From an optimization exercise on the open Yosys and OpenROAD flow, aimed at small area and a short achievable clock period; shortcuts taken in it are not production practice.
Where RTL was checked, it was by simulation tests only, not by an equivalence proof against the original.
For run 1, only the layout was checked, not whether the RTL still works.
Power is estimated from default activity; no workload was simulated.

## flow/config.mk

```make
export PLATFORM = sky130hd
export DESIGN_NAME = safety_periph_top
export DESIGN_NICKNAME = safety_periph_top
export VERILOG_FILES = /design/flow/design.v
export SDC_FILE = /design/flow/constraint.sdc
export NUM_CORES = 4
export LEC_CHECK = 0
export CAP_MARGIN = 20
export CORE_MARGIN = 2
export CORE_UTILIZATION = 40
export SLEW_MARGIN = 20
```

## flow/constraint.sdc

```tcl
create_clock -name core_clock -period 40.0 [get_ports {clk_i}]
set_input_delay 8.0000 -clock core_clock [delete_from_list [all_inputs] [get_ports {clk_i}]]
set_output_delay 8.0000 -clock core_clock [all_outputs]
set_load 0.01 [all_outputs]
```

## flow/design.v

```verilog
`default_nettype none
package safety_periph_pkg;
  typedef logic [31:0] addr_t;
  typedef logic [31:0] data_t;
  typedef logic [7:0]  irq_level_t;
  localparam data_t DecodeErrVal = 32'hBADC_AB1E;  
endpackage
`default_nettype wire
`timescale 1ns/1ps
`default_nettype none
module cl_regbus_decoder (
  input  logic         clk_i,
  input  logic         rst_n_i,
  input  logic         s_awvalid_i,
  output logic         s_awready_o,
  input  logic [31:0]  s_awaddr_i,
  input  logic         s_wvalid_i,
  output logic         s_wready_o,
  output logic         s_bvalid_o,
  input  logic         s_bready_i,
  output logic [1:0]   s_bresp_o,
  input  logic         s_arvalid_i,
  output logic         s_arready_o,
  input  logic [31:0]  s_araddr_i,
  output logic         s_rvalid_o,
  input  logic         s_rready_i,
  output logic [31:0]  s_rdata_o,
  output logic [1:0]   s_rresp_o,
  output logic         irq_we_o,    
  output logic [2:0]   pop_o,       
  output logic [5:0]   rid_o,       
  input  logic [7:0]   irq_lvl_i,
  input  logic         irq_en_i,
  input  logic [2:0][3:0]  cnt_i,
  input  logic [2:0]       ovf_i,
  input  logic [2:0][31:0] head_addr_i,
  input  logic [2:0][1:0]  head_code_i
);
  logic        bvalid_q, rvalid_q, slverr_q;
  logic        idle, aw_go, wr_acc, rd_acc;
  logic        w_hit, w_irq_ok, w_pop_ok, wr_err;
  logic        r_hit, r_irq_ok, r_err_ok, rd_err;
  logic [1:0]  w_sel, r_sel;
  logic        rq_bad_q, rq_irq_q, rq_err_q, rq_ovf_q;
  logic [5:0]  rq_id_q;
  logic [1:0]  rq_unit_q;
  logic [3:0]  rq_cnt_q;
  assign idle   = ~(bvalid_q | rvalid_q);
  assign aw_go  = s_awvalid_i & s_wvalid_i;
  assign wr_acc = idle & aw_go;
  assign rd_acc = idle & s_arvalid_i & ~aw_go;
  assign w_hit    = (s_awaddr_i[31:21] == 11'd1) && (s_awaddr_i[20:14] == 7'd0);
  assign w_sel    = s_awaddr_i[13:12];
  assign w_irq_ok = (s_awaddr_i[11:8] == 4'd0) && !(s_awaddr_i[7] && s_awaddr_i[6]);
  assign w_pop_ok = (s_awaddr_i[11:0] == 12'h00C);
  assign wr_err   = !(w_hit && ((w_sel == 2'd0) ? w_irq_ok : w_pop_ok));
  assign r_hit    = (s_araddr_i[31:21] == 11'd1) && (s_araddr_i[20:14] == 7'd0);
  assign r_sel    = s_araddr_i[13:12];
  assign r_irq_ok = (s_araddr_i[11:8] == 4'd0) && !(s_araddr_i[7] && s_araddr_i[6]);
  assign r_err_ok = (s_araddr_i[11:4] == 8'd0) && (s_araddr_i[1:0] == 2'd0) &&
                    !(s_araddr_i[3] && s_araddr_i[2]);
  assign rd_err   = !(r_hit && ((r_sel == 2'd0) ? r_irq_ok : r_err_ok));
  assign irq_we_o = wr_acc && w_hit && (w_sel == 2'd0) && w_irq_ok;
  for (genvar u = 0; u < 3; u++) begin : gen_pop
    assign pop_o[u] = wr_acc && w_hit && (w_sel == 2'(u + 1)) && w_pop_ok;
  end
  always_ff @(posedge clk_i) begin
    if (!rst_n_i) begin
      bvalid_q <= 1'b0;
      rvalid_q <= 1'b0;
    end else begin
      if (wr_acc)          bvalid_q <= 1'b1;
      else if (s_bready_i) bvalid_q <= 1'b0;
      if (rd_acc)          rvalid_q <= 1'b1;
      else if (s_rready_i) rvalid_q <= 1'b0;
    end
  end
  always_ff @(posedge clk_i) begin
    if (wr_acc)      slverr_q <= wr_err;
    else if (rd_acc) slverr_q <= rd_err;
  end
  always_ff @(posedge clk_i) begin
    if (rd_acc) begin
      rq_bad_q  <= !r_hit;
      rq_irq_q  <= r_hit && (r_sel == 2'd0) && r_irq_ok;
      rq_err_q  <= r_hit && (r_sel != 2'd0) && r_err_ok;
      rq_id_q   <= s_araddr_i[7:2];
      rq_unit_q <= r_sel;
      case (r_sel)
        2'd2:    begin rq_cnt_q <= cnt_i[1]; rq_ovf_q <= ovf_i[1]; end
        2'd3:    begin rq_cnt_q <= cnt_i[2]; rq_ovf_q <= ovf_i[2]; end
        default: begin rq_cnt_q <= cnt_i[0]; rq_ovf_q <= ovf_i[0]; end
      endcase
    end
  end
  assign rid_o = rq_id_q;
  always_comb begin
    logic [31:0] addr;
    logic [1:0]  code;
    case (rq_unit_q)
      2'd2:    begin addr = head_addr_i[1]; code = head_code_i[1]; end
      2'd3:    begin addr = head_addr_i[2]; code = head_code_i[2]; end
      default: begin addr = head_addr_i[0]; code = head_code_i[0]; end
    endcase
    s_rdata_o = 32'd0;
    if (rq_bad_q) begin
      s_rdata_o = safety_periph_pkg::DecodeErrVal;
    end else if (rq_irq_q) begin
      s_rdata_o = {16'd0, irq_lvl_i, 7'd0, irq_en_i};
    end else if (rq_err_q) begin
      case (rq_id_q[1:0])
        2'd0:    s_rdata_o = {rq_ovf_q, 27'd0, rq_cnt_q};
        2'd1:    if (rq_cnt_q != 4'd0) s_rdata_o = addr;  
        default: if (rq_cnt_q != 4'd0) s_rdata_o = {30'd0, code};
      endcase
    end
  end
  assign s_awready_o = wr_acc;
  assign s_wready_o  = wr_acc;
  assign s_arready_o = rd_acc;
  assign s_bvalid_o  = bvalid_q;
  assign s_rvalid_o  = rvalid_q;
  assign s_bresp_o   = {slverr_q, 1'b0};
  assign s_rresp_o   = {slverr_q, 1'b0};
endmodule
`default_nettype wire
`timescale 1ns/1ps
`default_nettype none
module bus_err_unit (
  input  logic        clk_i,
  input  logic        rst_n_i,
  input  logic        bus_req_i,
  input  logic        bus_gnt_i,
  input  logic        bus_rvalid_i,
  input  logic [31:0] bus_addr_i,
  input  logic [1:0]  bus_err_i,
  input  logic        pop_i,       
  input  logic        clr_ovf_i,   
  output logic [3:0]  cnt_o,
  output logic        ovf_o,
  output logic [31:0] head_addr_o,
  output logic [1:0]  head_code_o
);
  logic [31:0] out_addr_q [2];
  logic        out_wr_q, out_rd_q;
  logic        out_push;
  logic [31:0] log_addr_q [8];
  logic [1:0]  log_code_q [8];
  logic [2:0]  rd_ptr_q, wr_slot;
  logic [3:0]  cnt_q;
  logic        ovf_q, full, err, push, pop;
  assign out_push = bus_req_i & bus_gnt_i;
  always_ff @(posedge clk_i) begin
    if (!rst_n_i) begin
      out_wr_q <= 1'b0;
      out_rd_q <= 1'b0;
    end else begin
      out_wr_q <= out_wr_q ^ out_push;
      out_rd_q <= out_rd_q ^ bus_rvalid_i;
    end
  end
  always_ff @(posedge clk_i) begin
    if (out_push && !out_wr_q) out_addr_q[0] <= bus_addr_i;
    if (out_push &&  out_wr_q) out_addr_q[1] <= bus_addr_i;
  end
  assign full    = cnt_q[3];
  assign err     = bus_rvalid_i & (bus_err_i != 2'b00);
  assign push    = err & ~full;  
  assign pop     = pop_i & (cnt_q != 4'd0);
  assign wr_slot = rd_ptr_q + cnt_q[2:0];
  always_ff @(posedge clk_i) begin
    for (int i = 0; i < 8; i++) begin
      if (push && wr_slot == 3'(i)) begin
        log_addr_q[i] <= out_rd_q ? out_addr_q[1] : out_addr_q[0];
        log_code_q[i] <= bus_err_i;
      end
    end
  end
  always_ff @(posedge clk_i) begin
    if (pop) rd_ptr_q <= rd_ptr_q + 3'd1;
  end
  always_ff @(posedge clk_i) begin
    if (!rst_n_i) begin
      cnt_q <= 4'd0;
      ovf_q <= 1'b0;
    end else begin
      cnt_q <= cnt_q + 4'(push) - 4'(pop);
      if (err && full) begin
        ovf_q <= 1'b1;
      end else if (pop_i && clr_ovf_i) begin
        ovf_q <= 1'b0;
      end
    end
  end
  assign cnt_o       = cnt_q;
  assign ovf_o       = ovf_q;
  assign head_addr_o = log_addr_q[rd_ptr_q];
  assign head_code_o = log_code_q[rd_ptr_q];
endmodule
`default_nettype wire
`timescale 1ns/1ps
`default_nettype none
module irq_ctrl (
  input  logic        clk_i,
  input  logic        rst_n_i,
  input  logic [47:0] src_i,       
  input  logic        we_i,        
  input  logic [5:0]  wid_i,
  input  logic [15:0] wdata_i,
  input  logic [1:0]  wstrb_i,
  input  logic [5:0]  rid_i,       
  output logic [7:0]  rd_lvl_o,
  output logic        rd_en_o,
  output logic        irq_valid_o,
  input  logic        irq_ready_i,
  output logic [5:0]  irq_id_o,
  output logic [7:0]  irq_level_o
);
  localparam logic [47:0] Live = 48'hFFFF_001F_0000;
  logic [47:0] src_q, en_q;
  logic [7:0]  lvl_q [48];
  logic [5:0]  id_q;
  logic [7:0]  lvl_sel_q;
  logic        valid_q, held_pending, best_found;
  logic [5:0]  best_id;
  logic [7:0]  best_lvl;
  logic       en_wd;
  logic [7:0] lvl_wd;
  logic [47:0] en_we, lvl_we;
  assign en_wd  = wdata_i[0] & rst_n_i;
  assign lvl_wd = wdata_i[15:8] & {8{rst_n_i}};
  always_comb begin
    for (int i = 0; i < 48; i++) begin
      en_we[i]  = !rst_n_i || (we_i && wid_i == 6'(i) && wstrb_i[0]);
      lvl_we[i] = !rst_n_i || (we_i && wid_i == 6'(i) && wstrb_i[1]);
    end
  end
  always_ff @(posedge clk_i) begin
    for (int i = 0; i < 48; i++) begin
      if (en_we[i])  en_q[i]  <= en_wd;
      if (lvl_we[i]) lvl_q[i] <= lvl_wd;
    end
  end
  always_ff @(posedge clk_i) begin
    for (int i = 0; i < 48; i++) begin
      if (Live[i]) begin
        if (!rst_n_i) src_q[i] <= 1'b0;
        else          src_q[i] <= src_i[i];
      end
    end
  end
  for (genvar i = 0; i < 48; i++) begin : gen_dead
    if (!Live[i]) begin : gen_tie
      assign src_q[i] = 1'b0;
    end
  end
  assign rd_lvl_o = lvl_q[rid_i];
  assign rd_en_o  = en_q[rid_i];
  always_comb begin
    logic [47:0] cand, hit;
    cand = src_q & en_q;
    for (int b = 7; b >= 0; b--) begin
      for (int i = 0; i < 48; i++) hit[i] = cand[i] & lvl_q[i][b];
      best_lvl[b] = |hit;
      if (best_lvl[b]) cand = hit;
    end
    best_found = |best_lvl;
    best_id = 6'd0;
    for (int i = 0; i < 48; i++) begin
      if (cand[i]) best_id = 6'(i);
    end
  end
  assign held_pending = src_q[id_q] & en_q[id_q];
  always_ff @(posedge clk_i) begin
    if (!rst_n_i) begin
      valid_q <= 1'b0;
    end else if (valid_q) begin
      if (irq_ready_i || !held_pending) valid_q <= 1'b0;
    end else begin
      valid_q <= best_found;
    end
  end
  always_ff @(posedge clk_i) begin
    if (!valid_q && best_found) begin
      id_q      <= best_id;
      lvl_sel_q <= best_lvl;
    end
  end
  assign irq_valid_o = valid_q;
  assign irq_id_o    = id_q;
  assign irq_level_o = lvl_sel_q;
endmodule
`default_nettype wire
`timescale 1ns/1ps
`default_nettype none
module safety_periph_top #(
  parameter safety_periph_pkg::addr_t PeriphBaseAddr  = 32'h0020_0000,
  parameter int unsigned              NumExtIrqs      = 16,
  parameter int unsigned              NumBusErrBits   = 2,
  parameter int unsigned              NumOutstanding  = 2,
  parameter int unsigned              NumStoredErrors = 8
) (
  input  logic                                clk_i,
  input  logic                                rst_n_i,
  input  logic                                s_awvalid_i,
  output logic                                s_awready_o,
  input  safety_periph_pkg::addr_t            s_awaddr_i,
  input  logic                                s_wvalid_i,
  output logic                                s_wready_o,
  input  safety_periph_pkg::data_t            s_wdata_i,
  input  logic [3:0]                          s_wstrb_i,
  output logic                                s_bvalid_o,
  input  logic                                s_bready_i,
  output logic [1:0]                          s_bresp_o,
  input  logic                                s_arvalid_i,
  output logic                                s_arready_o,
  input  safety_periph_pkg::addr_t            s_araddr_i,
  output logic                                s_rvalid_o,
  input  logic                                s_rready_i,
  output safety_periph_pkg::data_t            s_rdata_o,
  output logic [1:0]                          s_rresp_o,
  input  logic                                instr_req_i,
  input  logic                                instr_gnt_i,
  input  logic                                instr_rvalid_i,
  input  safety_periph_pkg::addr_t            instr_addr_i,
  input  logic [NumBusErrBits-1:0]            instr_err_i,
  input  logic                                data_req_i,
  input  logic                                data_gnt_i,
  input  logic                                data_rvalid_i,
  input  safety_periph_pkg::addr_t            data_addr_i,
  input  logic [NumBusErrBits-1:0]            data_err_i,
  input  logic                                shadow_req_i,
  input  logic                                shadow_gnt_i,
  input  logic                                shadow_rvalid_i,
  input  safety_periph_pkg::addr_t            shadow_addr_i,
  input  logic [NumBusErrBits-1:0]            shadow_err_i,
  input  logic [1:0]                          timer_irqs_i,
  input  logic [NumExtIrqs-1:0]               ext_irqs_i,
  output logic                                irq_valid_o,
  input  logic                                irq_ready_i,
  output logic [$clog2(NumExtIrqs+32)-1:0]    irq_id_o,
  output safety_periph_pkg::irq_level_t       irq_level_o
);
  logic        irq_we;
  logic [2:0]  pop;
  logic [5:0]  rid;
  logic [7:0]  irq_lvl;
  logic        irq_en;
  logic [2:0][3:0]  cnt;
  logic [2:0]       ovf;
  logic [2:0][31:0] head_addr;
  logic [2:0][1:0]  head_code;
  logic [2:0]  bus_err_irq;
  logic [47:0] irq_src;
  logic [2:0]  bus_req, bus_gnt, bus_rvalid;
  logic [2:0][31:0] bus_addr;
  logic [2:0][1:0]  bus_err;
  assign bus_req    = {shadow_req_i, data_req_i, instr_req_i};
  assign bus_gnt    = {shadow_gnt_i, data_gnt_i, instr_gnt_i};
  assign bus_rvalid = {shadow_rvalid_i, data_rvalid_i, instr_rvalid_i};
  assign bus_addr[0] = instr_addr_i;
  assign bus_addr[1] = data_addr_i;
  assign bus_addr[2] = shadow_addr_i;
  assign bus_err[0]  = instr_err_i;
  assign bus_err[1]  = data_err_i;
  assign bus_err[2]  = shadow_err_i;
  cl_regbus_decoder cl_regbus_decoder_i (
    .clk_i       ( clk_i       ),
    .rst_n_i     ( rst_n_i     ),
    .s_awvalid_i ( s_awvalid_i ),
    .s_awready_o ( s_awready_o ),
    .s_awaddr_i  ( s_awaddr_i  ),
    .s_wvalid_i  ( s_wvalid_i  ),
    .s_wready_o  ( s_wready_o  ),
    .s_bvalid_o  ( s_bvalid_o  ),
    .s_bready_i  ( s_bready_i  ),
    .s_bresp_o   ( s_bresp_o   ),
    .s_arvalid_i ( s_arvalid_i ),
    .s_arready_o ( s_arready_o ),
    .s_araddr_i  ( s_araddr_i  ),
    .s_rvalid_o  ( s_rvalid_o  ),
    .s_rready_i  ( s_rready_i  ),
    .s_rdata_o   ( s_rdata_o   ),
    .s_rresp_o   ( s_rresp_o   ),
    .irq_we_o    ( irq_we      ),
    .pop_o       ( pop         ),
    .rid_o       ( rid         ),
    .irq_lvl_i   ( irq_lvl     ),
    .irq_en_i    ( irq_en      ),
    .cnt_i       ( cnt         ),
    .ovf_i       ( ovf         ),
    .head_addr_i ( head_addr   ),
    .head_code_i ( head_code   )
  );
  for (genvar b = 0; b < 3; b++) begin : gen_bus_err
    bus_err_unit bus_err_unit_i (
      .clk_i        ( clk_i         ),
      .rst_n_i      ( rst_n_i       ),
      .bus_req_i    ( bus_req[b]    ),
      .bus_gnt_i    ( bus_gnt[b]    ),
      .bus_rvalid_i ( bus_rvalid[b] ),
      .bus_addr_i   ( bus_addr[b]   ),
      .bus_err_i    ( bus_err[b]    ),
      .pop_i        ( pop[b]        ),
      .clr_ovf_i    ( s_wdata_i[31] ),
      .cnt_o        ( cnt[b]        ),
      .ovf_o        ( ovf[b]        ),
      .head_addr_o  ( head_addr[b]  ),
      .head_code_o  ( head_code[b]  )
    );
    assign bus_err_irq[b] = (cnt[b] != 4'd0);
  end
  always_comb begin
    irq_src        = '0;
    irq_src[17:16] = timer_irqs_i;
    irq_src[20:18] = bus_err_irq;
    irq_src[47:32] = ext_irqs_i;
  end
  irq_ctrl irq_ctrl_i (
    .clk_i       ( clk_i            ),
    .rst_n_i     ( rst_n_i          ),
    .src_i       ( irq_src          ),
    .we_i        ( irq_we           ),
    .wid_i       ( s_awaddr_i[7:2]  ),
    .wdata_i     ( s_wdata_i[15:0]  ),
    .wstrb_i     ( s_wstrb_i[1:0]   ),
    .rid_i       ( rid              ),
    .rd_lvl_o    ( irq_lvl          ),
    .rd_en_o     ( irq_en           ),
    .irq_valid_o ( irq_valid_o      ),
    .irq_ready_i ( irq_ready_i      ),
    .irq_id_o    ( irq_id_o         ),
    .irq_level_o ( irq_level_o      )
  );
endmodule
`default_nettype wire
```

## flow/run.sh

```bash
#!/bin/bash
# synth_recipe.tcl (not shown) runs the flow's synth.tcl, then flattens the netlist and writes it again
# the make line also repeats each setting of config.mk as NAME=value (left out here)
make -C /OpenROAD-flow-scripts/flow DESIGN_CONFIG=/design/flow/config.mk WORK_HOME=/design/flow/orfs CLKGATE_MAP_FILE= SYNTH_SCRIPT=/design/flow/synth_recipe.tcl finish
```

==> summary.txt, run 1 <==
Slew Viols, Final -> 0
nature of the critical path startpoint -> primary input
post-detail-place hpwl -> 156.9 mm
Global Route Usage Sum -> 27.97%
Die X -> 405.5 um
Critical Path Sink Type -> output port
largest net degree at the start of global routing -> 88
unique cell type count in the Yosys netlist -> 114
Max Buffers Root-to-Sink -> 3
via count -> 43763
I/O pins -> 293
area of the core -> 160400 sq um
fraction of layout cells with a size suffix above 1 -> 15.24%
initial core utilization -> 40.20%
IO Port Bufs -> 266
internal power -> 2.839 mW
prevailing post-synth register cell -> edfxtp_1
RSZ-0062 raised after global routing -> false
Post-Synthesis Cells -> 4305
Clock Latency Late Sink -> 0.82 ns
Routed Antenna Nets -> 0
vias in the first global route -> 42096
dpl cells -> 6646
initial antenna violation count -> 8
reg2reg setup slack -> 29.41 ns
Tcrit/Tclk final -> 44.27%
Resized Gates After CTS -> 0
WP data arrival -> 9.71 ns
Crit Path Class -> in -> out
Die ar. -> 164400 sq um
sw frac -> 27.37%
CP Cell Sequence -> clkdlybuf4s50_1, nand2_1, a21oi_2, buf_4, clkdlybuf4s50_1
async set or reset register ratio after synthesis -> 0%
gp weighted congestion -> 1.024
Worst Tran Pin Value -> 1.226 ns
post-CTS setup buffers -> 0
Clock power frac -> 36.8%
slowest library cell on the worst path -> clkdlybuf4s50_1
DRC -> 0
status -> no timing/DRC/antenna violations
setup_tns -> 0 ns
Hold WC Path Type -> reg -> reg
WL per Instance -> 33.67 um
number of synthesized flops with an enable pin -> 1480
Nets -> 4934
crit-path leading delay family -> buffers and inverters
syn avg cell area -> 14.98 sq um
Gate power share -> 12.6%
sequential share of the synthesized area -> 70.32%
static leakage -> 24.60 nW
Ys Warns -> 35
Synth-to-Final Area Change -> 16.79%
Power Dens Cells -> 51.91 nW/um^2
Reg power frac -> 50.6%
cts hold-fix bufs -> 0
final non-filler cell total -> 6938
setup violators final -> 0
min Tclk post-route -> 17.71 ns
CP Buf/Inv Count -> 3
maximum VDD drop -> 47.02 uV
clock transition at the registers of the reported paths -> 0.05 ns
clock skew -> 0.05228 ns
CTS tree -> built
# H-tree levels -> 4
first-pass GRT wire length -> 324.1 mm
Via density -> 6.308
CTS root buf -> clkbuf_16
worst endpoint required time -> 32.00 ns
#FFs+latches synth -> 1525
most used cell along the critical path -> clkdlybuf4s50_1
Max Fclk -> 56.47 MHz
Rows -> 147
WL final -> 233.6 mm
highest fanout seen on the critical path -> 18
clk sinks -> 1525
drt pass-1 iters -> 8
Hold Vio Cnt, Final -> 0
Synth Cell Area -> 64480 sq um
Max-slew headroom -> 17.41%
Initial DRC Count -> 6558
aggregate global routing overflow -> 0
Max-Cap Viols -> 0
die height -> 405.5 um
Inserted Clock Buffers -> 160
NetSw -> 1.070 mW
slowest cell delay on critical path -> 0.63 ns
per-layer routing:
layer / vias up / share of wire [%] / track usage [%]
met2: 2725 / 45 / 43.17
met5: - / 0.018 / 0
li1: 18312 / - / -
met1: 22100 / 39 / 37.04
met4: 6 / 6.1 / 14.58
met3: 620 / 10 / 6.243
power groups by stage:
stage               Combinational [mW]  Sequential [mW]  Clock, mW
floorplan                        0.301             1.95          0
global placement                 0.485             2.00          0
detailed placement               0.487             2.00          0
CTS                              0.489             1.97       1.46
global route                     0.522             1.98       1.52
finish                           0.494             1.98       1.44
synth_stat cells (11+ instances only):
master,n,share of area (%)
buf_1,26,0.15
a211oi_1,16,0.19
nand4_1,112,1.1
nor3_1,34,0.26
o211a_1,19,0.29
o2111ai_1,22,0.30
buf_2,11,0.085
o2111a_1,13,0.23
nor4_1,20,0.19
and4_1,12,0.16
a32o_1,14,0.22
ha_1,42,0.81
a222oi_1,83,1.3
a22o_1,70,0.95
nand3_1,160,1.2
a221o_1,23,0.36
a22oi_1,125,1.5
and3_1,39,0.38
nor2_1,169,0.98
inv_1,92,0.54
buf_6,13,0.23
o211ai_1,26,0.30
o221ai_1,17,0.23
o22ai_1,13,0.13
a21oi_1,101,0.78
nand2_1,259,1.5
a21o_1,16,0.19
a221oi_1,153,2.1
o21a_1,28,0.33
nor2b_1,30,0.29
a32oi_1,25,0.34
dfxtp_1,45,1.4
a31oi_1,43,0.42
mux4_2,18,0.63
a2111oi_0,16,0.22
clkbuf_1,188,1.1
o21ai_0,177,1.4
edfxtp_1,1480,69
mux2_2,221,3.9
and2_1,90,0.87
logic make-up (layout without fill, tap and decap cells):
| family | Yosys count | count (layout) | synth area share, % |
|---|---|---|---|
| other | 1 | 4 | 0.005816 |
| DFF | 1525 | 1525 | 70.32 |
| AOI/OAI and AO/OA | 1122 | 1122 | 13.64 |
| and+or+nand+nor | 1002 | 1002 | 7.991 |
| buffers and inverters | 344 | 814 | 2.220 |
| adders and majority gates | 48 | 48 | 1.001 |
| muxes | 245 | 245 | 4.581 |
| xor gates and xnor gates | 18 | 18 | 0.2445 |
path summary, 6_finish.rpt:
path                                        from                             endpoint  cells after the start
min reg2reg  gen_bus_err[2].bus_err_unit_i.ovf_q  gen_bus_err[2].bus_err_unit_i.ovf_q                      2
min          gen_bus_err[2].bus_err_unit_i.ovf_q  gen_bus_err[2].bus_err_unit_i.ovf_q                      2
max reg2reg              irq_ctrl_i.lvl_q[43][7]                   irq_ctrl_i.id_q[0]                     25
max                                  s_arvalid_i                          s_arready_o                      5
stage by stage:
step                      hold slack, ns  instance area, sq um  setup slack [ns]  power (mW)  utilization [%]
after floorplan                   0.4428                 64480             22.95       2.249                -
after global placement            0.4580                 70200             22.28       2.487            43.77
after detailed placement          0.4603                 70200             22.29       2.490            43.77
after CTS                         0.4672                 75280             22.28       3.917            46.94
after global routing              0.4881                 75300             22.24       4.018            46.95
final                             0.4694                 75310             22.29       3.909            46.95
area by class of cell:
| type | instances | area [sq um] |
|---|---|---|
| clock inverters | 81 | 859.6 |
| flip-flops and latches | 1525 | 45350 |
| fillers | 14053 | 85080 |
| diodes | 2 | 5.005 |
| repair buffers | 426 | 3861 |
| well taps | 2160 | 2703 |
| inverters | 99 | 374.1 |
| clock buffers | 208 | 4214 |
| multi-input cells | 2437 | 17940 |
cells in the final DEF (no fill, tap or decap), types with 43 or more instances in the layout:
| cell | count |
|---|---|
| a21oi_1 | 100 |
| a221oi_1 | 153 |
| a222oi_1 | 83 |
| a22o_1 | 70 |
| a22oi_1 | 125 |
| and2_1 | 90 |
| buf_4 | 161 |
| clkbuf_1 | 45 |
| clkbuf_16 | 160 |
| clkdlybuf4s50_1 | 265 |
| dfxtp_1 | 43 |
| edfxtp_1 | 1480 |
| inv_1 | 92 |
| mux2_2 | 221 |
| nand2_1 | 259 |
| nand3_1 | 160 |
| nand4_1 | 112 |
| nor2_1 | 155 |
| o21ai_0 | 160 |
state kept, by name, indices dropped and copies added, names as in the netlist:
| register | count |
|---|---|
| gen_bus_err.bus_err_unit_i.log_addr_q | 768 |
| irq_ctrl_i.lvl_q | 384 |
| gen_bus_err.bus_err_unit_i.out_addr_q | 192 |
| gen_bus_err.bus_err_unit_i.log_code_q | 48 |
| irq_ctrl_i.en_q | 48 |
| irq_ctrl_i.src_q | 21 |
| gen_bus_err.bus_err_unit_i.cnt_q | 12 |
| gen_bus_err.bus_err_unit_i.rd_ptr_q | 9 |
| irq_ctrl_i.lvl_sel_q | 8 |
| cl_regbus_decoder_i.rq_id_q | 6 |
| irq_ctrl_i.id_q | 6 |
| cl_regbus_decoder_i.rq_cnt_q | 4 |
| gen_bus_err.bus_err_unit_i.out_rd_q | 3 |
| gen_bus_err.bus_err_unit_i.out_wr_q | 3 |
| gen_bus_err.bus_err_unit_i.ovf_q | 3 |
| cl_regbus_decoder_i.rq_unit_q | 2 |
| cl_regbus_decoder_i.bvalid_q | 1 |
| cl_regbus_decoder_i.rq_bad_q | 1 |
| cl_regbus_decoder_i.rq_err_q | 1 |
| cl_regbus_decoder_i.rq_irq_q | 1 |
| cl_regbus_decoder_i.rq_ovf_q | 1 |
| cl_regbus_decoder_i.rvalid_q | 1 |
| cl_regbus_decoder_i.slverr_q | 1 |
| irq_ctrl_i.valid_q | 1 |
worst register-to-register path: stages (launching register included):
cell	delay, ns
edfxtp_1	0.61
and3_1	0.41
nor3_2	0.64
a31oi_1	0.34
o311ai_0	0.69
o32ai_1	0.21
nor4_2	0.90
a22o_1	0.58
nor4_4	0.15
buf_4	0.33
o211a_1	0.39
nor3_4	0.19
buf_4	0.38
inv_2	0.26
a21oi_1	0.54
a221oi_2	0.22
o221a_4	0.42
o221ai_1	0.55
nor2_1	0.17
a2111oi_4	0.36
and3_1	0.77
inv_4	0.14
a21o_1	0.26
a21boi_1	0.15
a2111oi_2	0.41
nor2_1	0.23
==> inputs of run 2 (changes only) <==
--- a/flow/design.v
+++ b/flow/design.v
@@ -33,8 +33,9 @@
   input  logic         irq_en_i,
   input  logic [2:0][3:0]  cnt_i,
   input  logic [2:0]       ovf_i,
-  input  logic [2:0][31:0] head_addr_i,
-  input  logic [2:0][1:0]  head_code_i
+  input  logic [2:0][2:0]       rd_ptr_i,
+  input  logic [2:0][7:0][31:0] log_addr_i,
+  input  logic [2:0][7:0][1:0]  log_code_i
 );
   logic        bvalid_q, rvalid_q, slverr_q;
   logic        idle, aw_go, wr_acc, rd_acc;
@@ -95,25 +96,27 @@
   end
   assign rid_o = rq_id_q;
   always_comb begin
-    logic [31:0] addr;
-    logic [1:0]  code;
-    case (rq_unit_q)
-      2'd2:    begin addr = head_addr_i[1]; code = head_code_i[1]; end
-      2'd3:    begin addr = head_addr_i[2]; code = head_code_i[2]; end
-      default: begin addr = head_addr_i[0]; code = head_code_i[0]; end
-    endcase
+    logic [23:0] sel_addr, sel_code;
+    logic        err_full, err_addr, err_code;
+    err_full = rq_err_q && (rq_cnt_q != 4'd0);
+    err_addr = err_full && (rq_id_q[1:0] == 2'd1);
+    err_code = err_full && (rq_id_q[1:0] == 2'd2);
+    for (int u = 0; u < 3; u++) begin
+      for (int i = 0; i < 8; i++) begin
+        sel_addr[8*u+i] = err_addr && (rq_unit_q == 2'(u + 1)) && (rd_ptr_i[u] == 3'(i));
+        sel_code[8*u+i] = err_code && (rq_unit_q == 2'(u + 1)) && (rd_ptr_i[u] == 3'(i));
+      end
+    end
     s_rdata_o = 32'd0;
-    if (rq_bad_q) begin
-      s_rdata_o = safety_periph_pkg::DecodeErrVal;
-    end else if (rq_irq_q) begin
-      s_rdata_o = {16'd0, irq_lvl_i, 7'd0, irq_en_i};
-    end else if (rq_err_q) begin
-      case (rq_id_q[1:0])
-        2'd0:    s_rdata_o = {rq_ovf_q, 27'd0, rq_cnt_q};
-        2'd1:    if (rq_cnt_q != 4'd0) s_rdata_o = addr;  
-        default: if (rq_cnt_q != 4'd0) s_rdata_o = {30'd0, code};
-      endcase
+    for (int u = 0; u < 3; u++) begin
+      for (int i = 0; i < 8; i++) begin
+        if (sel_addr[8*u+i]) s_rdata_o = s_rdata_o | log_addr_i[u][i];
+        if (sel_code[8*u+i]) s_rdata_o[1:0] = s_rdata_o[1:0] | log_code_i[u][i];
+      end
     end
+    if (rq_irq_q) s_rdata_o = s_rdata_o | {16'd0, irq_lvl_i, 7'd0, irq_en_i};
+    if (rq_err_q && rq_id_q[1:0] == 2'd0) s_rdata_o = s_rdata_o | {rq_ovf_q, 27'd0, rq_cnt_q};
+    if (rq_bad_q) s_rdata_o = safety_periph_pkg::DecodeErrVal;
   end
   assign s_awready_o = wr_acc;
   assign s_wready_o  = wr_acc;
@@ -138,8 +141,9 @@
   input  logic        clr_ovf_i,   
   output logic [3:0]  cnt_o,
   output logic        ovf_o,
-  output logic [31:0] head_addr_o,
-  output logic [1:0]  head_code_o
+  output logic [2:0]  rd_ptr_o,
+  output logic [7:0][31:0] log_addr_o,
+  output logic [7:0][1:0]  log_code_o
 );
   logic [31:0] out_addr_q [2];
   logic        out_wr_q, out_rd_q;
@@ -194,8 +198,11 @@
   end
   assign cnt_o       = cnt_q;
   assign ovf_o       = ovf_q;
-  assign head_addr_o = log_addr_q[rd_ptr_q];
-  assign head_code_o = log_code_q[rd_ptr_q];
+  assign rd_ptr_o    = rd_ptr_q;
+  for (genvar i = 0; i < 8; i++) begin : gen_log_o
+    assign log_addr_o[i] = log_addr_q[i];
+    assign log_code_o[i] = log_code_q[i];
+  end
 endmodule
 `default_nettype wire
 `timescale 1ns/1ps
@@ -348,8 +355,9 @@
   logic        irq_en;
   logic [2:0][3:0]  cnt;
   logic [2:0]       ovf;
-  logic [2:0][31:0] head_addr;
-  logic [2:0][1:0]  head_code;
+  logic [2:0][2:0]  rd_ptr;
+  logic [2:0][7:0][31:0] log_addr;
+  logic [2:0][7:0][1:0]  log_code;
   logic [2:0]  bus_err_irq;
   logic [47:0] irq_src;
   logic [2:0]  bus_req, bus_gnt, bus_rvalid;
@@ -389,8 +397,9 @@
     .irq_en_i    ( irq_en      ),
     .cnt_i       ( cnt         ),
     .ovf_i       ( ovf         ),
-    .head_addr_i ( head_addr   ),
-    .head_code_i ( head_code   )
+    .rd_ptr_i    ( rd_ptr      ),
+    .log_addr_i  ( log_addr    ),
+    .log_code_i  ( log_code    )
   );
   for (genvar b = 0; b < 3; b++) begin : gen_bus_err
     bus_err_unit bus_err_unit_i (
@@ -405,8 +414,9 @@
       .clr_ovf_i    ( s_wdata_i[31] ),
       .cnt_o        ( cnt[b]        ),
       .ovf_o        ( ovf[b]        ),
-      .head_addr_o  ( head_addr[b]  ),
-      .head_code_o  ( head_code[b]  )
+      .rd_ptr_o     ( rd_ptr[b]     ),
+      .log_addr_o   ( log_addr[b]   ),
+      .log_code_o   ( log_code[b]   )
     );
     assign bus_err_irq[b] = (cnt[b] != 4'd0);
   end
--- a/flow/config.mk
+++ b/flow/config.mk
@@ -5,7 +5,8 @@
 export SDC_FILE = /design/flow/constraint.sdc
 export NUM_CORES = 4
 export LEC_CHECK = 0
+export ABC_AREA = 1
 export CAP_MARGIN = 20
 export CORE_MARGIN = 2
-export CORE_UTILIZATION = 40
+export CORE_UTILIZATION = 65
 export SLEW_MARGIN = 20
==> summary.txt, run 2 <==
NetSw -> 1.038 mW (was 1.070 mW)
Reg power frac -> 49.8% (was 50.6%)
Inserted Clock Buffers -> 151 (was 160)
maximum VDD drop -> 42.42 uV (was 47.02 uV)
static leakage -> 25.05 nW (was 24.60 nW)
CTS tree -> built (unchanged)
Post-Synth Simple-Gate Area -> 11.67% (was 7.991%)
area of the core -> 93330 sq um (was 160400 sq um)
most flop-heavy register -> gen_bus_err.bus_err_unit_i.log_addr_q (unchanged)
aggregate global routing overflow -> 0 (unchanged)
Reg area -> 45350 sq um (unchanged)
vias in the first global route -> 39629 (was 42096)
leading cell types in the layout, fill and taps excluded -> edfxtp_1 (1480), nand2_1 (937), clkdlybuf4s50_1 (265) (was edfxtp_1 (1480), clkdlybuf4s50_1 (265), nand2_1 (259))
RSZ-0062 raised after global routing -> false (unchanged)
first-pass GRT wire length -> 268.2 mm (was 324.1 mm)
Clock Latency Late Sink -> 0.78 ns (was 0.82 ns)
Rows -> 112 (was 147)
Die X -> 310.8 um (was 405.5 um)
post-synthesis compound-gate area fraction -> 8.388% (was 13.64%)
min Tclk post-route -> 17.75 ns (was 17.71 ns)
max reg flops -> 768 (unchanged)
slowest library cell on the worst path -> clkdlybuf4s50_1 (unchanged)
Clock power frac -> 36.4% (was 36.8%)
Max-slew headroom -> 18.25% (was 17.41%)
async set or reset register ratio after synthesis -> 0% (unchanged)
number of synthesized flops with an enable pin -> 1480 (unchanged)
Nets -> 5137 (was 4934)
Tcrit/Tclk final -> 44.38% (was 44.27%)
post-place instance area -> 65870 sq um (was 70200 sq um)
Max Buffers Root-to-Sink -> 3 (unchanged)
fill count -> 5823 (was 14053)
post-CTS setup buffers -> 0 (unchanged)
drt pass-1 iters -> 6 (was 8)
status -> no timing/DRC/antenna violations (unchanged)
post-synthesis mux area share -> 1.767% (was 4.581%)
Ys Warns -> 35 (unchanged)
Max-Cap Viols -> 0 (unchanged)
WL final -> 188.8 mm (was 233.6 mm)
most common cell after layout, fill and taps aside -> edfxtp_1 (unchanged)
Post-Synthesis Cells -> 4467 (was 4305)
Worst Tran Pin Value -> 1.218 ns (was 1.226 ns)
clock transition at the registers of the reported paths -> 0.06 ns (was 0.05 ns)
Crit Path Class -> in -> out (unchanged)
Global Route Usage Sum -> 39.19% (was 27.97%)
Synth-to-Final Area Change -> 15.81% (was 16.79%)
Resized Gates After CTS -> 0 (unchanged)
CP Cell Sequence -> clkdlybuf4s50_1, nand3_1, a21oi_2, buf_4, clkdlybuf4s50_1 (was clkdlybuf4s50_1, nand2_1, a21oi_2, buf_4, clkdlybuf4s50_1)
Die ar. -> 96600 sq um (was 164400 sq um)
Synth Area in Adders -> 1.055% (was 1.001%)
cts hold-fix bufs -> 0 (unchanged)
via count -> 40894 (was 43763)
post-detail-place hpwl -> 122.4 mm (was 156.9 mm)
largest net degree at the start of global routing -> 68 (was 88)
Slew Viols, Final -> 0 (unchanged)
Synth Cell Area -> 61180 sq um (was 64480 sq um)
Initial DRC Count -> 5740 (was 6558)
top-area cell type share of the netlist area -> 72.64% (was 68.92%)
worst endpoint required time -> 32.00 ns (about the same)
Area contributors post-synth -> edfxtp_1 (73%), nand2_1 (5.7%), a221oi_1 (2.5%) (was edfxtp_1 (69%), mux2_2 (3.9%), a221oi_1 (2.1%))
area of the multi-input gates -> 14390 sq um (was 17940 sq um)
IO Port Bufs -> 266 (unchanged)
gp weighted congestion -> 1.044 (was 1.024)
WL per Instance -> 30.33 um (was 33.67 um)
fraction of layout cells with a size suffix above 1 -> 10.70% (was 15.24%)
Hold Vio Cnt, Final -> 0 (unchanged)
WP data arrival -> 9.75 ns (was 9.71 ns)
clk sinks -> 1525 (unchanged)
post-route cell area -> 70860 sq um (was 75310 sq um)
I/O pins -> 293 (unchanged)
Pwr Total -> 3.899 mW (was 3.909 mW)
# H-tree levels -> 4 (unchanged)
Gate power share -> 13.8% (was 12.6%)
Critical Path Sink Type -> output port (unchanged)
top flop regs -> gen_bus_err.bus_err_unit_i.log_addr_q: 768 flops, irq_ctrl_i.lvl_q: 384 flops, gen_bus_err.bus_err_unit_i.out_addr_q: 192 flops (unchanged)
initial core utilization -> 65.56% (was 40.20%)
unique cell type count in the Yosys netlist -> 60 (was 114)
CTS root buf -> clkbuf_16 (unchanged)
internal power -> 2.861 mW (was 2.839 mW)
Power Dens Cells -> 55.02 nW/um^2 (was 51.91 nW/um^2)
DRC -> 0 (unchanged)
slowest cell delay on critical path -> 0.73 ns (was 0.63 ns)
prevailing post-synth register cell -> edfxtp_1 (unchanged)
sw frac -> 26.62% (was 27.37%)
highest fanout seen on the critical path -> 18 (unchanged)
top-count cell post-synth -> edfxtp_1 (unchanged)
largest family of logic cells by synthesized area -> simple AND/OR/NAND/NOR gates (was compound AO/OA/AOI/OAI gates)
most used cell along the critical path -> clkdlybuf4s50_1 (unchanged)
nature of the critical path startpoint -> primary input (unchanged)
XOR/XNOR share of the synthesized area -> 0.1575% (was 0.2445%)
setup violators final -> 0 (unchanged)
#FFs+latches synth -> 1525 (unchanged)
Hold WC Path Type -> reg -> reg (unchanged)
die height -> 310.8 um (was 405.5 um)
Post-synth top cells -> edfxtp_1 (1480), nand2_1 (937), nor2_1 (273), inv_1 (261), nand3_1 (241) (was edfxtp_1 (1480), nand2_1 (259), mux2_2 (221), clkbuf_1 (188), o21ai_0 (177))
Routed Antenna Nets -> 0 (unchanged)
syn avg cell area -> 13.70 sq um (was 14.98 sq um)
Synth area leader -> edfxtp_1 (unchanged)
Max Fclk -> 56.34 MHz (was 56.47 MHz)
worst hold slack -> 0.4753 ns (was 0.4694 ns)
clock skew -> 0.01977 ns (was 0.05228 ns)
setup_tns -> 0 ns (unchanged)
initial antenna violation count -> 3 (was 8)
Via density -> 6.568 (was 6.308)
sequential share of the synthesized area -> 74.11% (was 70.32%)
run 2: cell count changes after synthesis, moves of 81 or more:
cell      previous run  this run
nand2_1            259       937
inv_1               92       261
mux2_2             221        96
nor2_1             169       273
a22oi_1            125        34
and2_1              90         2
a222oi_1            83         0
nand3_1            160       241
run 2: kinds of logic after synthesis:
kind of cell    Yosys count
other cells               1
flops                  1525
simple gates           1665
xor+xnor                 11
buf+inv                 432
compound gates          689
fa+ha+maj                48
mux                      96
run 2: critical path: cells and delay by family:
kind / cells / cell delay (ns)
buf+inv: 3 / 1.50
simple gates: 1 / 0.10
compound gates: 1 / 0.13
run 2: final cells by class:
type                    instances  area share (%)
diodes                          2        0.007063
clock buffers                 196           5.720
clock inverters                75           1.275
inverters                     279           1.478
multi-input cells            2511           20.31
flip-flops and latches       1525           64.00
well taps                    1254           2.214
repair buffers                384           5.001
run 2: worst paths after layout:
| check | start | end | slack [ns] | cells after the start |
|---|---|---|---|---|
| max | s_arvalid_i | s_arready_o | 22.25 | 5 |
| min | gen_bus_err[1].bus_err_unit_i.ovf_q | gen_bus_err[1].bus_err_unit_i.ovf_q | 0.48 | 2 |
| max reg2reg | irq_ctrl_i.en_q[47] | irq_ctrl_i.id_q[0] | 29.65 | 73 |
| min reg2reg | gen_bus_err[1].bus_err_unit_i.ovf_q | gen_bus_err[1].bus_err_unit_i.ovf_q | 0.48 | 2 |
run 2: per-stage QoR:
step	setup WS (ns)	cells	utilization, %
after floorplan	22.91	4468	-
after global placement	22.29	5952	70.57
after detailed placement	22.28	5952	70.58
after CTS	22.26	6223	75.89
after global routing	22.23	6225	75.92
final	22.25	6226	75.92
run 2: power by group through the flow:
stage / sequential (mW) / clock [mW] / combinational (mW)
floorplan: 1.95 / 0 / 0.335
global placement: 1.97 / 0 / 0.518
detailed placement: 1.97 / 0 / 0.525
CTS: 1.94 / 1.43 / 0.528
global route: 1.95 / 1.48 / 0.580
finish: 1.94 / 1.42 / 0.538
run 2: routing by layer:
layer,vias up,global-route usage (%),wire length (um)
met5,-,0,14
met4,2,31.38,18360
met1,19740,46.87,61290
met2,2860,62.31,88550
li1,17565,-,-
met3,727,8.178,20630
==> inputs of run 3 (changes only) <==
==> flow/flow/run.sh (new file) <==
#!/bin/bash
# Layout: the standard flow (standard.sh, all steps), with two changes to
# how it is made: the port buffers are plain sky130 buf_1 cells, and the
# clock tree is built from clkbuf_8 cells without dummy loads.
# The make output goes to standard.log; each ORFS step keeps its own log
# under orfs/logs.
set -euo pipefail
export BUFFER_PORTS_ARGS="-buffer_cell sky130_fd_sc_hd__buf_1"
export CTS_ARGS="-sink_clustering_enable -repair_clock_nets -dont_use_dummy_load -buf_list sky130_fd_sc_hd__clkbuf_8"
bash standard.sh > standard.log 2>&1
==> flow/standard.sh (new file) <==
#!/bin/bash
# synth_recipe.tcl (not shown) runs the flow's synth.tcl, then flattens the netlist and writes it again
# the make line also repeats each setting of config.mk as NAME=value (left out here)
make -C /OpenROAD-flow-scripts/flow DESIGN_CONFIG=/design/flow/config.mk WORK_HOME=/design/flow/orfs CLKGATE_MAP_FILE= SYNTH_SCRIPT=/design/flow/synth_recipe.tcl "${@:-finish}"
removed: flow/run.sh
==> summary.txt, run 3 <==
slowest library cell on the worst path -> buf_1 (was clkdlybuf4s50_1)
most common cell after layout, fill and taps aside -> edfxtp_1 (unchanged)
aggregate global routing overflow -> 0 (unchanged)
via count -> 41025 (was 40894)
initial antenna violation count -> 11 (was 3)
Nets -> 5231 (was 5137)
prevailing post-synth register cell -> edfxtp_1 (unchanged)
Reg2Reg Depth -> 73 (unchanged)
Area contributors post-synth -> edfxtp_1 (73%), nand2_1 (5.7%), a221oi_1 (2.5%) (unchanged)
Clock Latency Late Sink -> 0.94 ns (was 0.78 ns)
sw frac -> 27.85% (was 26.62%)
drt pass-1 iters -> 9 (was 6)
syn avg cell area -> 13.70 sq um (unchanged)
crit-path leading delay family -> buffers and inverters (unchanged)
Resized Gates After CTS -> 0 (unchanged)
Rows -> 112 (unchanged)
first-pass GRT wire length -> 269.9 mm (was 268.2 mm)
WP data arrival -> 8.98 ns (was 9.75 ns)
post-route cell area -> 67550 sq um (was 70860 sq um)
CP Buf/Inv Count -> 3 (unchanged)
CP Cell Sequence -> buf_1, nand3_1, a21oi_2, buf_4, buf_1 (was clkdlybuf4s50_1, nand3_1, a21oi_2, buf_4, clkdlybuf4s50_1)
status -> no timing/DRC/antenna violations (unchanged)
Tcrit/Tclk final -> 42.46% (was 44.38%)
setup violators final -> 0 (unchanged)
NetSw -> 0.9717 mW (was 1.038 mW)
Post-Synthesis Cells -> 4467 (unchanged)
fraction of layout cells with a size suffix above 1 -> 11.43% (was 10.70%)
Critical Path Sink Type -> output port (unchanged)
Reg power frac -> 55.6% (was 49.8%)
WL final -> 189.7 mm (was 188.8 mm)
DRC -> 0 (unchanged)
I/O pins -> 293 (unchanged)
top-area cell type share of the netlist area -> 72.64% (unchanged)
die height -> 310.8 um (unchanged)
Power Dens Cells -> 51.66 nW/um^2 (was 55.02 nW/um^2)
Crit Path Class -> in -> out (unchanged)
Die ar. -> 96600 sq um (unchanged)
Initial DRC Count -> 5977 (was 5740)
WL per Instance -> 30.57 um (was 30.33 um)
CTS tree -> built (unchanged)
Slew Viols, Final -> 0 (unchanged)
Global Route Usage Sum -> 39.46% (was 39.19%)
RSZ-0062 raised after global routing -> false (unchanged)
hold path endpoint -> gen_bus_err[1].bus_err_unit_i.ovf_q (unchanged)
top flop regs -> gen_bus_err.bus_err_unit_i.log_addr_q: 768 flops, irq_ctrl_i.lvl_q: 384 flops, gen_bus_err.bus_err_unit_i.out_addr_q: 192 flops (unchanged)
Ys Warns -> 35 (unchanged)
leading cell types in the layout, fill and taps excluded -> edfxtp_1 (1480), nand2_1 (937), buf_1 (265) (was edfxtp_1 (1480), nand2_1 (937), clkdlybuf4s50_1 (265))
Gate power share -> 14.9% (was 13.8%)
Clock power frac -> 29.5% (was 36.4%)
Inserted Clock Buffers -> 230 (was 151)
IO Port Bufs -> 266 (unchanged)
Synth-to-Final Area Change -> 10.40% (was 15.81%)
top-count cell post-synth -> edfxtp_1 (unchanged)
maximum VDD drop -> 45.57 uV (was 42.42 uV)
min Tclk post-route -> 16.98 ns (was 17.75 ns)
# H-tree levels -> 4 (unchanged)
Max Buffers Root-to-Sink -> 3 (unchanged)
async set or reset register ratio after synthesis -> 0% (unchanged)
area of the core -> 93330 sq um (unchanged)
highest fanout seen on the critical path -> 18 (unchanged)
Synth area leader -> edfxtp_1 (unchanged)
CTS root buf -> clkbuf_8 (was clkbuf_16)
static leakage -> 23.66 nW (was 25.05 nW)
cts hold-fix bufs -> 0 (unchanged)
worst endpoint required time -> 32.00 ns (about the same)
unique cell type count in the Yosys netlist -> 60 (unchanged)
worst hold start -> gen_bus_err[1].bus_err_unit_i.ovf_q (unchanged)
Max-slew headroom -> 13.48% (was 18.25%)
Via density -> 6.611 (was 6.568)
R2R Path End -> irq_ctrl_i.id_q[0] (unchanged)
hold path cells -> 2 (unchanged)
post-place instance area -> 64340 sq um (was 65870 sq um)
most used cell along the critical path -> buf_1 (was clkdlybuf4s50_1)
number of synthesized flops with an enable pin -> 1480 (unchanged)
post-detail-place hpwl -> 123.9 mm (was 122.4 mm)
clock transition at the registers of the reported paths -> 0.04 ns (was 0.06 ns)
Hold Vio Cnt, Final -> 0 (unchanged)
Hold WC Path Type -> reg -> reg (unchanged)
slowest cell delay on critical path -> 0.34 ns (was 0.73 ns)
Max Fclk -> 58.88 MHz (was 56.34 MHz)
vias in the first global route -> 39959 (was 39629)
Post-synth top cells -> edfxtp_1 (1480), nand2_1 (937), nor2_1 (273), inv_1 (261), nand3_1 (241) (unchanged)
FF-to-FF Start -> irq_ctrl_i.en_q[47] (unchanged)
reg2reg setup slack -> 29.27 ns (was 29.65 ns)
Worst Tran Pin Value -> 1.298 ns (was 1.218 ns)
post-CTS setup buffers -> 0 (unchanged)
#FFs+latches synth -> 1525 (unchanged)
fill count -> 6265 (was 5823)
most flop-heavy register -> gen_bus_err.bus_err_unit_i.log_addr_q (unchanged)
gp weighted congestion -> 1.014 (was 1.044)
clk sinks -> 1525 (unchanged)
max reg flops -> 768 (unchanged)
initial core utilization -> 65.56% (unchanged)
sequential share of the synthesized area -> 74.11% (unchanged)
clock skew -> 0.08640 ns (was 0.01977 ns)
nature of the critical path startpoint -> primary input (unchanged)
Synth Cell Area -> 61180 sq um (unchanged)
Die X -> 310.8 um (unchanged)
internal power -> 2.518 mW (was 2.861 mW)
Routed Antenna Nets -> 0 (unchanged)
largest net degree at the start of global routing -> 72 (was 68)
Max-Cap Viols -> 0 (unchanged)
setup_tns -> 0 ns (unchanged)
[run 3: layout make-up]
| cell class | instances | area, sq um | area share, % |
|---|---|---|---|
| inverter | 279 | 1047 | 1.550 |
| multi-input combinational | 2511 | 14390 | 21.30 |
| tap | 1254 | 1569 | 2.323 |
| sequential | 1525 | 45350 | 67.13 |
| antenna | 8 | 20.02 | 0.02964 |
| clock buffer | 230 | 3166 | 4.686 |
| timing repair buffer | 399 | 2011 | 2.977 |
[run 3: metrics by stage]
stage / total power [mW] / cells / hold slack [ns] / worst slack, ns / util (%)
global route: 3.602 / 6202 / 0.5125 / 22.96 / 72.36
detailed placement: 2.476 / 5967 / 0.4700 / 23.03 / 68.94
finish: 3.489 / 6206 / 0.4779 / 23.02 / 72.37
global placement: 2.463 / 5966 / 0.4657 / 23.08 / 68.92
CTS: 3.479 / 6197 / 0.4757 / 23.02 / 72.33
floorplan: 2.288 / 4468 / 0.4496 / 22.91 / -
[run 3: logic make-up (layout without fill, tap and decap cells)]
logic type / Yosys count / after routing / synth area share [%]
adder cells (fa/ha/maj): 48 / 48 / 1.055
AO/OA/AOI/OAI: 689 / 689 / 8.388
AND/OR/NAND/NOR: 1665 / 1665 / 11.67
buffers and inverters: 432 / 908 / 2.851
XOR/XNOR: 11 / 11 / 0.1575
other: 1 / 10 / 0.006129
flip-flops: 1525 / 1525 / 74.11
multiplexers: 96 / 96 / 1.767
[run 3: power by group through the flow]
stage / Clock (mW) / Combinational, mW / Sequential (mW)
after detailed placement: 0 / 0.505 / 1.97
after floorplan: 0 / 0.335 / 1.95
after global routing: 1.09 / 0.560 / 1.95
after CTS: 1.03 / 0.507 / 1.94
final: 1.03 / 0.519 / 1.94
after global placement: 0 / 0.495 / 1.97
[run 3: per-layer routing]
layer | vias to the layer above | GRT usage (%) | part of all wire [%]
li1 | 17589 | - | -
met1 | 19937 | 47.99 | 34
met2 | 2833 | 63.72 | 47
met3 | 662 | 7.865 | 10
met4 | 4 | 28.28 | 8.5
met5 | - | 0 | 0.015
[run 3: worst max path at each step]
stage | endpoint | cells past startpoint | start
floorplan | s_arready_o | 2 | s_arvalid_i
global placement | s_arready_o | 5 | s_arvalid_i
detailed placement | s_arready_o | 5 | s_arvalid_i
CTS | s_arready_o | 5 | s_arvalid_i
global route | s_arready_o | 5 | s_arvalid_i
finish | s_arready_o | 5 | s_arvalid_i
[run 3: worst reg2reg max path, delay by kind of cell (launching register included)]
family	cells	cell delay, ns
simple gates	67	8.72
buf+inv	4	0.90
compound gates	2	0.52
flops	1	0.36
==> inputs of run 4 (changes only) <==
==> flow/flow/run.sh (replaced) <==
#!/bin/bash
# Layout: the standard flow (standard.sh, all steps) with these changes to
# how it is made, the SDC and its 40 ns clock unchanged:
#  - synthesis is the standard flow's own (flow/synth_area.tcl sources the same ORFS
#    synthesis) except that ABC maps the logic with flow/area.abc, an
#    area-only mapping; registers are mapped before ABC, so they are the
#    standard synthesis's;
#  - the port buffers are plain sky130 buf_1 cells;
#  - the clock tree is built from clkbuf_8 cells without dummy loads;
#  - timing repair works on every path longer than 16.4 ns.
# The make output goes to standard.log; each ORFS step keeps its own log
# under orfs/logs.
set -euo pipefail
work=$(pwd)
export BUFFER_PORTS_ARGS="-buffer_cell sky130_fd_sc_hd__buf_1"
export CTS_ARGS="-sink_clustering_enable -repair_clock_nets -dont_use_dummy_load -buf_list sky130_fd_sc_hd__clkbuf_8"
export SETUP_SLACK_MARGIN=23.6
sed "s#SYNTH_SCRIPT=[^ ]*#SYNTH_SCRIPT=$work/flow/synth_area.tcl#" standard.sh > flow_standard.sh
grep -q "SYNTH_SCRIPT=$work/flow/synth_area.tcl" flow_standard.sh
bash flow_standard.sh > standard.log 2>&1
==> flow/flow/area.abc (new file) <==
strash
&get -n
&st
&dch
&nf -a
&put
topo
==> flow/flow/synth_area.tcl (new file) <==
# The standard flow's synthesis (synth_recipe.tcl) with one change: ABC maps the logic with
# an area-only script (area.abc beside this file) instead of ORFS's abc_area.script.
# Registers are mapped before ABC runs, so they are the standard synthesis's.
set my_abc_script [file join [file dirname [file normalize [info script]]] area.abc]
proc abc {args} {
  set i [lsearch -exact $args -script]
  if {$i >= 0} { lset args [expr {$i + 1}] $::my_abc_script }
  yosys abc {*}$args
}
proc synth {args} { yosys synth -nofsm -noshare {*}$args }
source $::env(SCRIPTS_DIR)/synth.tcl
# left out here: clear keep_hierarchy, flatten, clean up, hide names made inside functions, write 1_2_yosys.v
==> summary.txt, run 4 <==
Hold Vio Cnt, Final -> 0 (unchanged)
Die X -> 305.3 um (was 310.8 um)
Routed Antenna Nets -> 0 (unchanged)
max reg flops -> 768 (unchanged)
CTS root buf -> clkbuf_8 (unchanged)
Tcrit/Tclk final -> 42.20% (was 42.46%)
leading cell types in the layout, fill and taps excluded -> edfxtp_1 (1480), nand2_1 (267), buf_1 (256) (was edfxtp_1 (1480), nand2_1 (937), buf_1 (265))
WL final -> 178.4 mm (was 189.7 mm)
dpl cells -> 5080 (was 5967)
status -> no timing/DRC/antenna violations (unchanged)
largest net degree at the start of global routing -> 66 (was 72)
top flop regs -> gen_bus_err.bus_err_unit_i.log_addr_q: 768 flops, irq_ctrl_i.lvl_q: 384 flops, gen_bus_err.bus_err_unit_i.out_addr_q: 192 flops (unchanged)
post-detail-place hpwl -> 112.6 mm (was 123.9 mm)
setup violators final -> 0 (unchanged)
Crit Path Class -> reg -> out (was in -> out)
vias in the first global route -> 38234 (was 39959)
worst hold slack -> 0.4788 ns (was 0.4779 ns)
prevailing post-synth register cell -> edfxtp_1 (unchanged)
CTS tree -> built (unchanged)
most common cell after layout, fill and taps aside -> edfxtp_1 (unchanged)
Slew Viols, Final -> 0 (unchanged)
static leakage -> 21.15 nW (was 23.66 nW)
fin util -> 73.43% (was 72.37%)
clock transition at the registers of the reported paths -> 0.06 ns (was 0.04 ns)
initial antenna violation count -> 13 (was 11)
Ys Warns -> 35 (unchanged)
nature of the critical path startpoint -> register (was primary input)
top-count cell post-synth -> edfxtp_1 (unchanged)
slowest cell delay on critical path -> 0.39 ns (was 0.34 ns)
final non-filler cell total -> 5331 (was 6206)
Hold WC Path Type -> reg -> reg (unchanged)
RSZ-0062 raised after global routing -> true (was false)
number of synthesized flops with an enable pin -> 1480 (unchanged)
Max Buffers Root-to-Sink -> 3 (unchanged)
cts hold-fix bufs -> 0 (unchanged)
first-pass GRT wire length -> 255.7 mm (was 269.9 mm)
gp weighted congestion -> 1.018 (was 1.014)
WP data arrival -> 8.88 ns (was 8.98 ns)
worst endpoint required time -> 32.00 ns (about the same)
Synth area leader -> edfxtp_1 (unchanged)
most used cell along the critical path -> a221o_1 (was buf_1)
Global Route Usage Sum -> 38.32% (was 39.46%)
DRC -> 0 (unchanged)
initial core utilization -> 65.55% (was 65.56%)
Via density -> 7.242 (was 6.611)
final setup margin -> 23.12 ns (was 23.02 ns)
dpl ws -> 23.03 ns (about the same)
Area contributors post-synth -> edfxtp_1 (75%), a222oi_1 (3.4%), a22oi_1 (2.6%) (was edfxtp_1 (73%), nand2_1 (5.7%), a221oi_1 (2.5%))
WL per Instance -> 33.46 um (was 30.57 um)
Post-Synthesis Cells -> 3530 (was 4467)
Critical Path Sink Type -> output port (unchanged)
I/O pins -> 293 (unchanged)
via count -> 38608 (was 41025)
Post-synth top cells -> edfxtp_1 (1480), nand2_1 (268), a22oi_1 (205), a222oi_1 (203), nand3_1 (168) (was edfxtp_1 (1480), nand2_1 (937), nor2_1 (273), inv_1 (261), nand3_1 (241))
Nets -> 4437 (was 5231)
area of the core -> 90010 sq um (was 93330 sq um)
aggregate global routing overflow -> 0 (unchanged)
clk sinks -> 1525 (unchanged)
Power Dens Cells -> 49.73 nW/um^2 (was 51.66 nW/um^2)
slowest library cell on the worst path -> edfxtp_1 (was buf_1)
#FFs+latches synth -> 1525 (unchanged)
drt pass-1 iters -> 10 (was 9)
Inserted Clock Buffers -> 227 (was 230)
async set or reset register ratio after synthesis -> 0% (unchanged)
Pwr Total -> 3.287 mW (was 3.489 mW)
min Tclk post-route -> 16.88 ns (was 16.98 ns)
post-place instance area -> 62590 sq um (was 64340 sq um)
sequential share of the synthesized area -> 76.85% (was 74.11%)
Clock Latency Late Sink -> 0.93 ns (was 0.94 ns)
Max Fclk -> 59.24 MHz (was 58.88 MHz)
Max-Cap Viols -> 0 (unchanged)
clock skew -> 0.1130 ns (was 0.08640 ns)
Die ar. -> 93200 sq um (was 96600 sq um)
syn avg cell area -> 16.72 sq um (was 13.70 sq um)
fraction of layout cells with a size suffix above 1 -> 10.65% (was 11.43%)
unique cell type count in the Yosys netlist -> 64 (was 60)
die height -> 305.3 um (was 310.8 um)
Initial DRC Count -> 6224 (was 5977)
Max-slew headroom -> 20.19% (was 13.48%)
Synth Cell Area -> 59000 sq um (was 61180 sq um)
setup_tns -> 0 ns (unchanged)
highest fanout seen on the critical path -> 4 (was 18)
Worst Tran Pin Value -> 1.197 ns (was 1.298 ns)
post-route cell area -> 66100 sq um (was 67550 sq um)
Synth-to-Final Area Change -> 12.02% (was 10.40%)
most flop-heavy register -> gen_bus_err.bus_err_unit_i.log_addr_q (unchanged)
maximum VDD drop -> 39.96 uV (was 45.57 uV)
IO Port Bufs -> 266 (unchanged)
# H-tree levels -> 4 (unchanged)
Rows -> 110 (was 112)
top-area cell type share of the netlist area -> 75.32% (was 72.64%)
-- run 4: cell type report --
| cell class | count | area [sq um] |
|---|---|---|
| inverter | 82 | 312.8 |
| fill | 5399 | 23910 |
| timing repair buffer | 396 | 2097 |
| antenna | 5 | 12.51 |
| clock buffer | 227 | 3124 |
| multi-input combinational | 1920 | 13730 |
| sequential | 1525 | 45350 |
| tap | 1176 | 1471 |
-- run 4: metal layers --
metal	wire length (um)	GRT usage, %	vias up
li1	-	-	16125
met1	58990	47.27	18947
met2	84850	61.28	2931
met3	20570	8.701	591
met4	13900	25.68	14
met5	84	0	-
-- run 4: worst paths after layout --
kind	from	to	slack (ns)	cells past startpoint
max	cl_regbus_decoder_i.rq_cnt_q[1]	s_rdata_o[0]	23.12	39
min	gen_bus_err[0].bus_err_unit_i.ovf_q	gen_bus_err[0].bus_err_unit_i.ovf_q	0.48	2
max reg2reg	irq_ctrl_i.lvl_q[32][7]	irq_ctrl_i.id_q[0]	24.69	46
min reg2reg	gen_bus_err[0].bus_err_unit_i.ovf_q	gen_bus_err[0].bus_err_unit_i.ovf_q	0.48	2
-- run 4: timing repair --
action,CTS,global route
endpoints found under the setup margin,4,4
cloned,2,0
buffers inserted,13,2
gates resized for setup,44,2
pin swaps,10,3
-- run 4: kinds of logic after synthesis --
kind of cell | share of synthesized area, %
other cells | 0.006355
buf+inv | 0.5853
fa+ha+maj | 1.094
mux | 1.870
xor+xnor | 0.1336
compound gates | 11.86
flops | 76.85
simple gates | 7.598
-- run 4: power breakdown --
part	internal, mW	switching [mW]
Sequential	1.88	0.0553
Combinational	0.0817	0.255
Clock	0.496	0.516
-- run 4: worst max-delay path, delay by kind of cell, from the launching register on --
family	cells	cell delay, ns
AO/OA/AOI/OAI	32	6.76
buffers and inverters	3	0.47
flip-flops	1	0.39
AND/OR/NAND/NOR	4	0.39

[port drivers added, routing unchanged]
The results above use ideal ports. As a check the final layouts listed here were re-extracted and re-timed, cells and wires unchanged.
Step 1 assumes that a clkbuf_16 drives the clock port and a buf_2 every other input.
Step 2 also shifts input and output timing later by t, the mid clock arrival at the registers, as if the neighbouring blocks saw the same clock.
a / b / c = ideal / step 1 / step 2; a / b = the first two.
| run | t (ns) | slack for setup (ns) | worst setup path at the end | latest minus earliest clock arrival (ns) |
|---|---|---|---|---|
| run 1 | 0.882 | 22.292 / 22.267 / 22.267 | input to output | 0.055 / 0.054 |
| run 2 | 0.842 | 22.249 / 22.216 / 22.216 | input to output | 0.022 / 0.022 |
| run 3 | 0.968 | 23.017 / 22.982 / 22.982 | input to output | 0.089 / 0.089 |
| run 4 | 0.938 | 23.121 / 23.053 / 23.556 | input to output | 0.114 / 0.113 |
After both steps setup and hold are still met in every run listed. The setup slack of run 3, which loses most, moves by -0.035 ns with the drivers and by -0.035 ns with both steps.
